This design comes from an exercise in tuning for small area on the open sky130 flow, not from production work. In this exercise RTL edits were held to simulation tests only and were not proved equivalent to the original.

==> 01-27 <==
// overlay_top
module overlay_top (
    input  logic                        clk,
    input  logic                        reset,
    input  logic                        vsync_i,
    input  logic [12-1:0][10-1:0] region_min_x_i,
    input  logic [12-1:0][10-1:0] region_max_x_i,
    input  logic [12-1:0][10-1:0] region_min_y_i,
    input  logic [12-1:0][10-1:0] region_max_y_i,
    input  overlay_pkg::coord_t         draw_x_i,
    input  overlay_pkg::coord_t         draw_y_i,
    input  logic [8-1:0]       pixel_i,
    input  overlay_pkg::shade_t         brightness_i,
    input  logic [15-1:0]    area_thresh_i,
    input  logic                        highlight_i,
    output overlay_pkg::shade_t         red_o,
    output overlay_pkg::shade_t         green_o,
    output overlay_pkg::shade_t         blue_o
);
    logic [12-1:0][10-1:0] snap_min_x;
    logic [12-1:0][10-1:0] snap_max_x;
    logic [12-1:0][10-1:0] snap_min_y;
    logic [12-1:0][10-1:0] snap_max_y;
    logic [12/4-1:0][10-1:0] next_min_x;
    logic [12/4-1:0][10-1:0] next_max_x;
    logic [12/4-1:0][10-1:0] next_min_y;
    logic [12/4-1:0][10-1:0] next_max_y;
    logic                        take_snap;
    logic                        loaded;
    overlay_pkg::region_mask_t   region_valid;
    logic                        outline_hit;
    box_snapshot u_box_snapshot (
        .clk          (clk),
        .reset        (reset),
        .vsync_i      (vsync_i),
        .min_x_i      (region_min_x_i),
        .max_x_i      (region_max_x_i),
        .min_y_i      (region_min_y_i),
        .max_y_i      (region_max_y_i),
        .snap_min_x_o (snap_min_x),
        .snap_max_x_o (snap_max_x),
        .snap_min_y_o (snap_min_y),
        .snap_max_y_o (snap_max_y),
        .next_min_x_o (next_min_x),
        .next_max_x_o (next_max_x),
        .next_min_y_o (next_min_y),
        .next_max_y_o (next_max_y),
        .take_snap_o  (take_snap),
        .loaded_o     (loaded)
    );
    box_area_filter u_box_area_filter (
        .clk            (clk),
        .reset          (reset),
        .next_min_x_i   (next_min_x),
        .next_max_x_i   (next_max_x),
  ...
==> flow/config.mk <==
export PLATFORM = sky130hd
export DESIGN_NAME = overlay_top
export DESIGN_NICKNAME = overlay_top
export VERILOG_FILES = /design/flow/design.v
export SDC_FILE = /design/flow/constraint.sdc
export NUM_CORES = 4
export LEC_CHECK = 0
export CAP_MARGIN = 20
export CORE_MARGIN = 2
export CORE_UTILIZATION = 40
export SETUP_SLACK_MARGIN = 0.1
export SLEW_MARGIN = 20
export SYNTH_HIERARCHICAL = 1
==> flow/constraint.sdc <==
create_clock -name core_clock -period 10.0 [get_ports {clk}]
set_input_delay 2.0000 -clock core_clock [delete_from_list [all_inputs] [get_ports {clk}]]
set_output_delay 2.0000 -clock core_clock [all_outputs]
set_load 0.01 [all_outputs]
standard.sh (not shown) runs the stock make flow with config.mk's settings and CLKGATE_MAP_FILE= SYNTH_SCRIPT=/design/flow/synth_recipe.tcl, a recipe that flattens the netlist after the stock synthesis.
==> flow/flow/run.sh <==
#!/bin/bash
# The standard layout with two changes:
#  - the smallest buffer (buf_1) as the port buffer instead of the delay buffer
#    buffer_ports picks on its own; every input and output still gets its own
#    buffer;
#  - clock tree synthesis without dummy loads (-dont_use_dummy_load), which
#    CTS otherwise adds only to even out the tree's branches.
set -euo pipefail
export BUFFER_PORTS_ARGS="-buffer_cell sky130_fd_sc_hd__buf_1"
export CTS_ARGS="-sink_clustering_enable -repair_clock_nets -sink_clustering_size 25 -sink_clustering_max_diameter 80 -buf_list sky130_fd_sc_hd__clkbuf_16 -dont_use_dummy_load"
bash standard.sh finish > standard_flow.log 2>&1
==> inputs of 06-13, as changes to 01-27 <==
--- a/flow/design.v
+++ b/flow/design.v
@@ -247,22 +247,21 @@
     logic n208, n209, n210, n211, n212, n213, n214, n215, n216, n217, n218, n219, n220, n221, n222, n223;
     logic n224, n225, n226, n227, n228, n229, n230, n231, n232, n233, n234, n235, n236, n237, n238, n239;
     logic n240, n241, n242, n243, n244, n245, n246, n247, n248, n249, n250, n251, n252, n253, n254, n255;
     logic n256, n257, n258, n259, n260, n261, n262, n263, n264, n265, n266, n267, n268, n269, n270, n271;
     logic n272, n273, n274, n275, n276, n277, n278, n279, n280, n281, n282, n283, n284, n285, n286, n287;
     logic n288, n289, n290, n291, n292, n293, n294, n295, n296, n297, n298, n299, n300, n301, n302, n303;
     logic n304, n305, n306, n307, n308, n309, n310, n311, n312, n313, n314, n315, n316, n317, n318, n319;
-    logic n320, n321, n322, n323, n324, n325, n326, n327, n328, n329, n330, n331, n332, n333, n334, n335;
-    logic n336, n337, n338, n339, p45, p46, p47, p48, p49, p50, p51, p52, p53, p54, p55, p56;
-    logic p57, p58, p59, p60, p61, p62, p63, p64, p65, p66, p67, p68, p69, p70, p71, p72;
-    logic p73, p74, p75, p76, p77, p78, p79, p80, p81, p82, p83, p84, p85, p86, p87, p88;
-    logic p89, p90, p91, p92, p93, p94, p95, p96, p97, p98, p99, p100, p101, p102, p103, p104;
-    logic p105, p106, p107, p108, p109, p110, p111, p112, p113, p114, p115, p116, p117, p118, p119, p120;
-    logic p121, p122, p123, p124, p125, p126, p127, p128, p129, p130, p131, p132, p133, p134, p135, p136;
-    logic p137;
+    logic n320, n321, n322, n323, n324, n325, n326, n327, n328, n329, n330, n331, n332, n333, p45, p46;
+    logic p47, p48, p49, p50, p51, p52, p53, p54, p55, p56, p57, p58, p59, p60, p61, p62;
+    logic p63, p64, p65, p66, p67, p68, p69, p70, p71, p72, p73, p74, p75, p76, p77, p78;
+    logic p79, p80, p81, p82, p83, p84, p85, p86, p87, p88, p89, p90, p91, p92, p93, p94;
+    logic p95, p96, p97, p98, p99, p100, p101, p102, p103, p104, p105, p106, p107, p108, p109, p110;
+    logic p111, p112, p113, p114, p115, p116, p117, p118, p119, p120, p121, p122, p123, p124, p125, p126;
+    logic p127, p128, p129, p130, p131, p132, p133, p134, p135, p136, p137;
     assign nb1 = ~x0;
     assign n2 = ~(x1[0] ^ nb1[0]);
     assign n3 = x1[0] | nb1[0];
     ovl_fa u_n4 (.a(x1[1]), .b(nb1[1]), .c(n3), .s(n4), .co(n5));
     ovl_fa u_n6 (.a(x1[2]), .b(nb1[2]), .c(n5), .s(n6), .co(n7));
     ovl_fa u_n8 (.a(x1[3]), .b(nb1[3]), .c(n7), .s(n8), .co(n9));
     ovl_fa u_n10 (.a(x1[4]), .b(nb1[4]), .c(n9), .s(n10), .co(n11));
@@ -457,41 +456,37 @@
     ovl_fa u_n290 (.a(n259), .b(n260), .c(n289), .s(n290), .co(n291));
     ovl_fa u_n292 (.a(n261), .b(n262), .c(n291), .s(n292), .co(n293));
     ovl_fa u_n294 (.a(n263), .b(n264), .c(n293), .s(n294), .co(n295));
     ovl_fa u_n296 (.a(n265), .b(n266), .c(n295), .s(n296), .co(n297));
     ovl_fa u_n298 (.a(n267), .b(n268), .c(n297), .s(n298), .co(n299));
     ovl_fa u_n300 (.a(n269), .b(n270), .c(n299), .s(n300), .co(n301));
     ovl_fa u_n302 (.a(n271), .b(n272), .c(n301), .s(n302), .co(n303));
-    ovl_ha u_n304 (.a(n273), .b(n274), .s(n304), .co(n305));
+    ovl_fa u_n304 (.a(n273), .b(n274), .c(n303), .s(n304), .co(n305));
     ovl_fa u_n306 (.a(n275), .b(n276), .c(n305), .s(n306), .co(n307));
-    ovl_fa u_n308 (.a(n277), .b(n278), .c(n307), .s(n308), .co(n309));
-    assign n310 = ~(n273 ^ n274);
-    assign n311 = n273 | n274;
-    ovl_fa u_n312 (.a(n275), .b(n276), .c(n311), .s(n312), .co(n313));
-    ovl_fa u_n314 (.a(n277), .b(n278), .c(n313), .s(n314), .co(n315));
-    assign n316 = n303 ? n310 : n304;
-    assign n317 = n303 ? n312 : n306;
-    assign n318 = n303 ? n314 : n308;
-    assign n319 = n303 ? n315 : n309;
-    ovl_ha u_n320 (.a(n280), .b(n279), .s(n320), .co(n321));
-    ovl_fa u_n322 (.a(n282), .b(n281), .c(n321), .s(n322), .co(n323));
-    ovl_fa u_n324 (.a(n283), .b(n284), .c(n323), .s(n324), .co(n325));
-    ovl_fa u_n326 (.a(n255), .b(n285), .c(n325), .s(n326), .co(n327));
-    assign n328 = ~(n280 ^ n279);
-    assign n329 = n280 | n279;
-    ovl_fa u_n330 (.a(n282), .b(n281), .c(n329), .s(n330), .co(n331));
-    ovl_fa u_n332 (.a(n283), .b(n284), .c(n331), .s(n332), .co(n333));
-    ovl_fa u_n334 (.a(n255), .b(n285), .c(n333), .s(n334), .co(n335));
-    assign n336 = n319 ? n328 : n320;
-    assign n337 = n319 ? n330 : n322;
-    assign n338 = n319 ? n332 : n324;
-    assign n339 = n319 ? n334 : n326;
+    ovl_ha u_n308 (.a(n277), .b(n278), .s(n308), .co(n309));
+    ovl_fa u_n310 (.a(n280), .b(n279), .c(n309), .s(n310), .co(n311));
+    assign n312 = ~(n277 ^ n278);
+    assign n313 = n277 | n278;
+    ovl_fa u_n314 (.a(n280), .b(n279), .c(n313), .s(n314), .co(n315));
+    assign n316 = n307 ? n312 : n308;
+    assign n317 = n307 ? n314 : n310;
+    assign n318 = n307 ? n315 : n311;
+    ovl_ha u_n319 (.a(n282), .b(n281), .s(n319), .co(n320));
+    ovl_fa u_n321 (.a(n283), .b(n284), .c(n320), .s(n321), .co(n322));
+    ovl_fa u_n323 (.a(n255), .b(n285), .c(n322), .s(n323), .co(n324));
+    assign n325 = ~(n282 ^ n281);
+    assign n326 = n282 | n281;
+    ovl_fa u_n327 (.a(n283), .b(n284), .c(n326), .s(n327), .co(n328));
+    ovl_fa u_n329 (.a(n255), .b(n285), .c(n328), .s(n329), .co(n330));
+    assign n331 = n318 ? n325 : n319;
+    assign n332 = n318 ? n327 : n321;
+    assign n333 = n318 ? n329 : n323;
     assign dx = {n20, n18, n16, n14, n12, n10, n8, n6, n4, n2};
     assign dy = {n42, n40, n38, n36, n34, n32, n30, n28, n26, n24};
-    assign p = {n339, n338, n337, n336, n318, n317, n316, n302, n300, n298, n296, n294, n292, n290, n288, n286, p136};
+    assign p = {n333, n332, n331, n317, n316, n306, n304, n302, n300, n298, n296, n294, n292, n290, n288, n286, p136};
     assign hx[9] = dx[9];
     assign hy[9] = dy[9];
     assign hx[8] = hx[9] | dx[8];
     assign hy[8] = hy[9] | dy[8];
     assign hx[7] = hx[8] | dx[7];
     assign hy[7] = hy[8] | dy[7];
     assign hx[6] = hx[7] | dx[6];
==> flow/flow/run.sh (replaced) <==
#!/bin/bash
# The standard layout with two changes:
#  - the smallest buffer (buf_1) as the port buffer instead of the delay buffer
#    buffer_ports picks on its own; every input and output still gets its own
#    buffer;
#  - clock tree synthesis without dummy loads (-dont_use_dummy_load), which
#    CTS otherwise adds only to even out the tree's branches.
set -euo pipefail
export BUFFER_PORTS_ARGS="-buffer_cell sky130_fd_sc_hd__buf_1"
export CTS_ARGS="-sink_clustering_enable -repair_clock_nets -sink_clustering_size 28 -sink_clustering_max_diameter 90 -buf_list sky130_fd_sc_hd__clkbuf_16 -dont_use_dummy_load"
bash standard.sh finish > standard_flow.log 2>&1
Settings changed: CAP_MARGIN 20 to 10, SLEW_MARGIN 20 to 10.
==> comparison table <==
                                                                                 01-27                          06-13
Multi-input gate share of total cell area                                        0.550                          0.550
Worst setup margin                                                              226 ps                         334 ps
Slew at the pin closest to its max-slew limit                                  1120 ps                        1090 ps
Routed met2 length                                                            71600 um                       74100 um
Hold Path Sink                                           u_box_outline.on_border_qq[4]  u_box_outline.on_border_qq[6]
Outcome                                               no timing/DRC/antenna violations  no timing/DRC/antenna violations
Count of inserted antenna diode cells                                                6                             34
Core Box Area                                                              120000 um^2                    119000 um^2
Critical path's slowest cell                                 sky130_fd_sc_hd__a222oi_1       sky130_fd_sc_hd__dfxtp_2
Number of multi-input combinational cells in the layout                           2980                           2968
Initial antenna violation count                                                     37                             80
Overall die area                                                           123000 um^2                    123000 um^2
Synthesized area divided by synthesized cell count                           11.1 um^2                      11.0 um^2

static timing again, ports no longer ideal:
The results above use ideal ports. As a check the final layouts listed here were re-extracted and re-timed, cells and wires unchanged. Step 1 assumes that a clkbuf_16 drives the clock port and a buf_2 every other input. Step 2 also shifts input and output timing later by t, the mid clock arrival at the registers, as if the neighbouring blocks saw the same clock. Three values: no drivers, after step 1, after step 2; two values: the first two.
run | t (ns) | slack for setup (ns) | clock arrival spread, ns | worst data-port slew with drivers (ns)
01-27 | 0.709 | 0.226 / 0.159 / -0.330 | 0.092 / 0.092 | 0.22
06-13 | 0.720 | 0.334 / 0.257 / -0.247 | 0.120 / 0.120 | 0.14
Met with ideal ports but missed after step 2: setup timing in 01-27 and 06-13. For 06-13, which loses most, drivers alone change the setup slack by -0.077 ns; drivers and shift together by -0.581 ns.
